Source: an optimization exercise on an open RTL-to-GDS flow (aim: small area and a short achievable clock period). Production flows keep margins and buffers that such runs may drop.
Function was not checked in any run shown here: the RTL went through the layout flow alone.

==> flow/design.v (outline; a module is shown in full before it is edited, if it fits) <==
// module iir_biquad_filter: 1038 lines
// module iir_fa: 10 lines
// module iir_ha: 9 lines
module iir_biquad_filter #(
  parameter int unsigned NB   = 10,
  parameter int unsigned NC   = 10,
  parameter int unsigned FRAC = 9
) (
  input  logic                 CLK,
  input  logic                 RST,
  input  logic signed [NB-1:0] DIN,
  input  logic                 VIN,
  input  logic                 COEF_WE,
  input  logic [2:0]           COEF_ADDR,
  input  logic signed [NC-1:0] COEF_DATA,
  input  logic                 COEF_COMMIT,
  input  logic                 FLUSH,
  input  logic                 BYPASS,
  input  logic                 CLR_SAT,
  output logic signed [NB-1:0] DOUT,
  output logic                 VOUT,
  output logic                 SAT
);
  // ...
==> flow/run.sh <==
#!/bin/bash
# synth_recipe.tcl (not shown) runs the flow's synth.tcl, then flattens the netlist and writes it again
# the make line also repeats each setting of config.mk as NAME=value (left out here)
make -C /OpenROAD-flow-scripts/flow DESIGN_CONFIG=/design/flow/config.mk WORK_HOME=/design/flow/orfs CLKGATE_MAP_FILE= SYNTH_SCRIPT=/design/flow/synth_recipe.tcl finish
==> flow/config.mk <==
export PLATFORM = sky130hd
export DESIGN_NAME = iir_biquad_filter
export DESIGN_NICKNAME = iir_biquad_filter
export VERILOG_FILES = /design/flow/design.v
export SDC_FILE = /design/flow/constraint.sdc
export NUM_CORES = 4
export LEC_CHECK = 0
export ABC_AREA = 1
export CAP_MARGIN = 20
export CORE_MARGIN = 2
export CORE_UTILIZATION = 40
export SLEW_MARGIN = 20
export SYNTH_HIERARCHICAL = 1
export SYNTH_MINIMUM_KEEP_SIZE = 0
==> flow/constraint.sdc <==
create_clock -name core_clock -period 11.0 [get_ports {CLK}]
set_input_delay 2.2000 -clock core_clock [delete_from_list [all_inputs] [get_ports {CLK}]]
set_output_delay 2.2000 -clock core_clock [all_outputs]
set_load 0.01 [all_outputs]
==> results.cfg, run 1 <==
[logic_synthesis]
synth_top_area_cell = fa_1
synth_seq_area_share = 0.214
synth-edff-count = 0
synthMuxAreaShare = 0
synth_compound_area_frac = 0.147
synthDistinctLibCells = 38
syn_inst = 1919

[cells_and_area]
utilization = 0.438
layout.nets = 2250
sh_seq_area = 0.197
inverters = 205
drive_gt1_frac = 0.0547

[sta]
hold_viol_final = 0
worst_pin_slew_ps = 1030
fin_crit_ps = 8190
period_share = 0.745

[placed_design]
dpl-instance-area_um2 = 18700
place_hpwl_um = 49000
port_buffers = 42

[route]
met2WireLength_um = 27100
drt_iter0_drc = 1615
wl_um = 61600
vias = 14500
highest_layer = met4

[worst_setup_path]
slowest_stage = clkdlybuf4s50_1
r2r_cells = 27

[cts]
clock_latency_ps = 460
clk_path_buf_depth = 2
cts_tree = built
ctsResizeCount = 0
cts_buffers = 17
cts.sinks = 152

[outcome]
status = complete, no violations

[floorplanning]
tapCellCount = 592

[min_path]
min_delay_worst_endpoint = act_q[3][6]$_DFFE_PP0P_
==> run 2: changes to the inputs <==
--- a/flow/config.mk
+++ b/flow/config.mk
@@ -11,2 +11,3 @@
 export CORE_UTILIZATION = 40
+export SETUP_SLACK_MARGIN = 4
 export SLEW_MARGIN = 20
==> results.cfg, run 2 <==
[outcome]
status = complete, no violations

[logic_synthesis]
ys.warnings.count = 9
synth_area_um2 = 17800
synthesis.nets = 2264
synth_seq_area_share = 0.214
syn_inst = 1919
syn_avg_cell_area_um2 = 9.26
ys_seq_elements = 152
synth_ff_type = dfrtp_1
synth-edff-count = 0
synth_top_area_cell = fa_1
synth.top_cell.area_share = 0.295
synthTopCellsByCount = 280 x nand2_1, 262 x fa_1, 255 x o22ai_1, 251 x xor2_1, 163 x o21ai_0
synth.most_common_cell = nand2_1
netlist_top_cells_area = fa_1 30%, dfrtp_1 21%, xor2_1 12%
asyncSetResetFlopFracSynth = 1.00
synthDistinctLibCells = 38

[cells_and_area]
top_regs = act_q (50), shd_q (50)
regArea_um2 = 3820
final_area_um2 = 21400
layout.cells.most_common = nand2_1
num-fill-cells = 4114
drive_gt1_frac = 0.220
multiInputGateArea_um2 = 13900
layout_common_cells = 256 x nand2_1, 239 x xor2_1, 226 x o22ai_1, 213 x fa_1, 145 x o21ai_0
utilization = 0.486
layout.nets = 2335
area.growth.synth_to_final_pct = 20.3

[floorplanning]
core_um2 = 44000
boundaryPins = 43
die_w_um = 215
die_y_um = 215
rows = 77
die_area_um2 = 46100
initial_utilization = 0.404

[sta]
hold_viol_final = 0
hold_ws_ps = 483
period_share = 0.647
slew_headroom = 0.302
drv_slew = 0
fin_crit_ps = 7110
rsz0062_at_grt = yes
worst_pin_slew_ps = 1040
fin_worst_skew_ps = 29.6
fmax_ghz = 0.141
setup_violations = 0
finalSetupTns_ps = 0

[route]
drtPass1Iterations = 5
routedWlPerCell_um = 24.8
vias = 15100
drc = 0
via_per_inst = 5.81
ant_nets = 0
drt_iter0_drc = 1480
wl_um = 64300

[worst_setup_path]
cp_max_fo = 6
endpoint_kind = flop
crit_type = in -> reg
start_kind = primary input
worstPathArrival_ps = 7430
cp.required_ps = 11320

[placed_design]
place.gp.congestion = 1.01
port_buffers = 42
place_hpwl_um = 48900
dpl-instance-area_um2 = 18900

[cts]
cts_hold_buf = 0
cts.sinks = 152
clock_latency_ps = 470
path_clk_slew_ps = 80
cts-root-buf = clkbuf_16
cts_buffers = 17
cts_tree = built
ctsHtreeMaxLevel = 4
clk_path_buf_depth = 2

[global_route]
track_usage = 0.280
grt_max_degree = 101
grt_first_pass_wirelength_um = 95900
grt_overflow_total = 0
antenna_found_initial = 1
grt_pass1_vias = 15300

[min_path]
hp-class = reg -> reg

[run]
drv_cap = 0
## run 2: cell count changes in the layout (fill, tap and decap cells not counted), moves of 24 or more
cell / before / now
buf_4: 26 / 94
fa_1: 262 / 213
ha_1: 52 / 28
clkinv_1: 42 / 9
o22ai_1: 255 / 226
fa_2: 0 / 49
## run 2: per-stage QoR
stage | std cells | worst slack [ps]
final | 2596 | 3890
after global routing | 2595 | 3720
after detailed placement | 2476 | 2610
after floorplan | 1919 | 3840
after global placement | 2475 | 2650
after CTS | 2569 | 3960
## run 2: path summary, 6_finish.rpt
kind                                    startpoint                 endpoint  slack, ps  cells after the start
max in group asynchronous                      RST      y1_q[0]$_DFFE_PP0P_       7260                      3
setup / recovery                            DIN[4]      y1_q[0]$_DFFE_PP0P_       3890                     27
setup reg to reg               y1_q[1]$_DFFE_PP0P_      y1_q[0]$_DFFE_PP0P_       3910                     27
hold / removal             shd_q[4][7]$_DFFE_PP0P_  act_q[4][7]$_DFFE_PP0P_        480                      2
min in group asynchronous                      RST  shd_q[2][0]$_DFFE_PP0P_       2300                      2
hold reg to reg            shd_q[4][7]$_DFFE_PP0P_  act_q[4][7]$_DFFE_PP0P_        480                      2
## run 2: worst max-delay path, stage by stage
cell and delay [ps]:
buf_6 70, clkinvlp_4 170, buf_6 190, buf_4 140
o22ai_4 130, xor2_2 210, fa_1 480, fa_1 600
fa_1 450, fa_1 550, fa_2 480, ha_4 350
nand2_4 80, inv_4 70, nand2_4 50, nor3_4 190
and2_4 190, nor2_4 50, nand2_2 80, nand2_2 70
nand3_4 120, nand2_8 90, buf_4 140, nand3_2 90
nand2_1 70, nand2_1 80, o21ai_2 50
## run 2: area by class of cell
type                       instances  area share
multi-input combinational       1465       0.651
sequential                       152       0.179
timing repair buffer             148      0.0589
inverter                         205      0.0477
tap                              592      0.0346
clock buffer                      18      0.0201
clock inverter                    14     0.00843
timing repair inverter             1    0.000351
antenna                            1    0.000117
## run 2: per-layer routing
metal | wire length (µm) | GRT usage | up-vias
met3 | 5570 | 0.0498 | 195
met2 | 28900 | 0.433 | 846
met1 | 25300 | 0.368 | 7545
li1 | - | - | 6495
met4 | 4530 | 0.164 | 0
met5 | 0 | 0 | -
## run 2: Yosys stat by module, one instance, submodules excluded
module	times used	cells inside	flip-flops and latches
iir_biquad_filter	1	1647	152
iir_fa	262	1	0
iir_ha	10	1	0
## run 2: repair_timing
item | CTS | global route
gates resized for setup | 244 | 118
cloned | 5 | 0
setup endpoints to repair | 21 | 20
pin swaps | 53 | 25
setup buffers | 56 | 26
endpoints found under the hold margin | 0 | 0
## run 2: kinds of logic after synthesis
| family | count (synthesis) | synth area share |
|---|---|---|
| AO/OA/AOI/OAI | 451 | 0.147 |
| AND/OR/NAND/NOR | 423 | 0.105 |
| XOR/XNOR | 273 | 0.135 |
| buffers and inverters | 306 | 0.0673 |
| adder cells (fa/ha/maj) | 314 | 0.332 |
| flip-flops | 152 | 0.214 |

## what the ideal ports hide
In the flow no input, the clock included, has a driving cell. The finished layouts below were timed again as built, in two steps.
Step 1 assumes that a clkbuf_16 drives the clock port and a buf_2 every other input.
Step 2, shift: input delay + t, output delay - t, t = (earliest + latest rising clock arrival at the registers) / 2. This alone moves slack from input paths to output paths.
a / b / c = ideal / step 1 / step 2; a / b = the first two.
run	t, ns	setup WS [ns]	worst hold slack (ns)	slew at the worst register clock pin (ns)
run 1	0.502	2.805 / 2.829 / 2.327	0.483 / 0.483 / 0.483	0.08 / 0.08
run 2	0.506	3.888 / 3.892 / 3.386	0.483 / 0.483 / 0.483	0.09 / 0.09
After both steps every run listed still meets setup and hold. The setup slack of run 2, which loses most, moves by +0.004 ns with the drivers and by -0.502 ns with both steps.
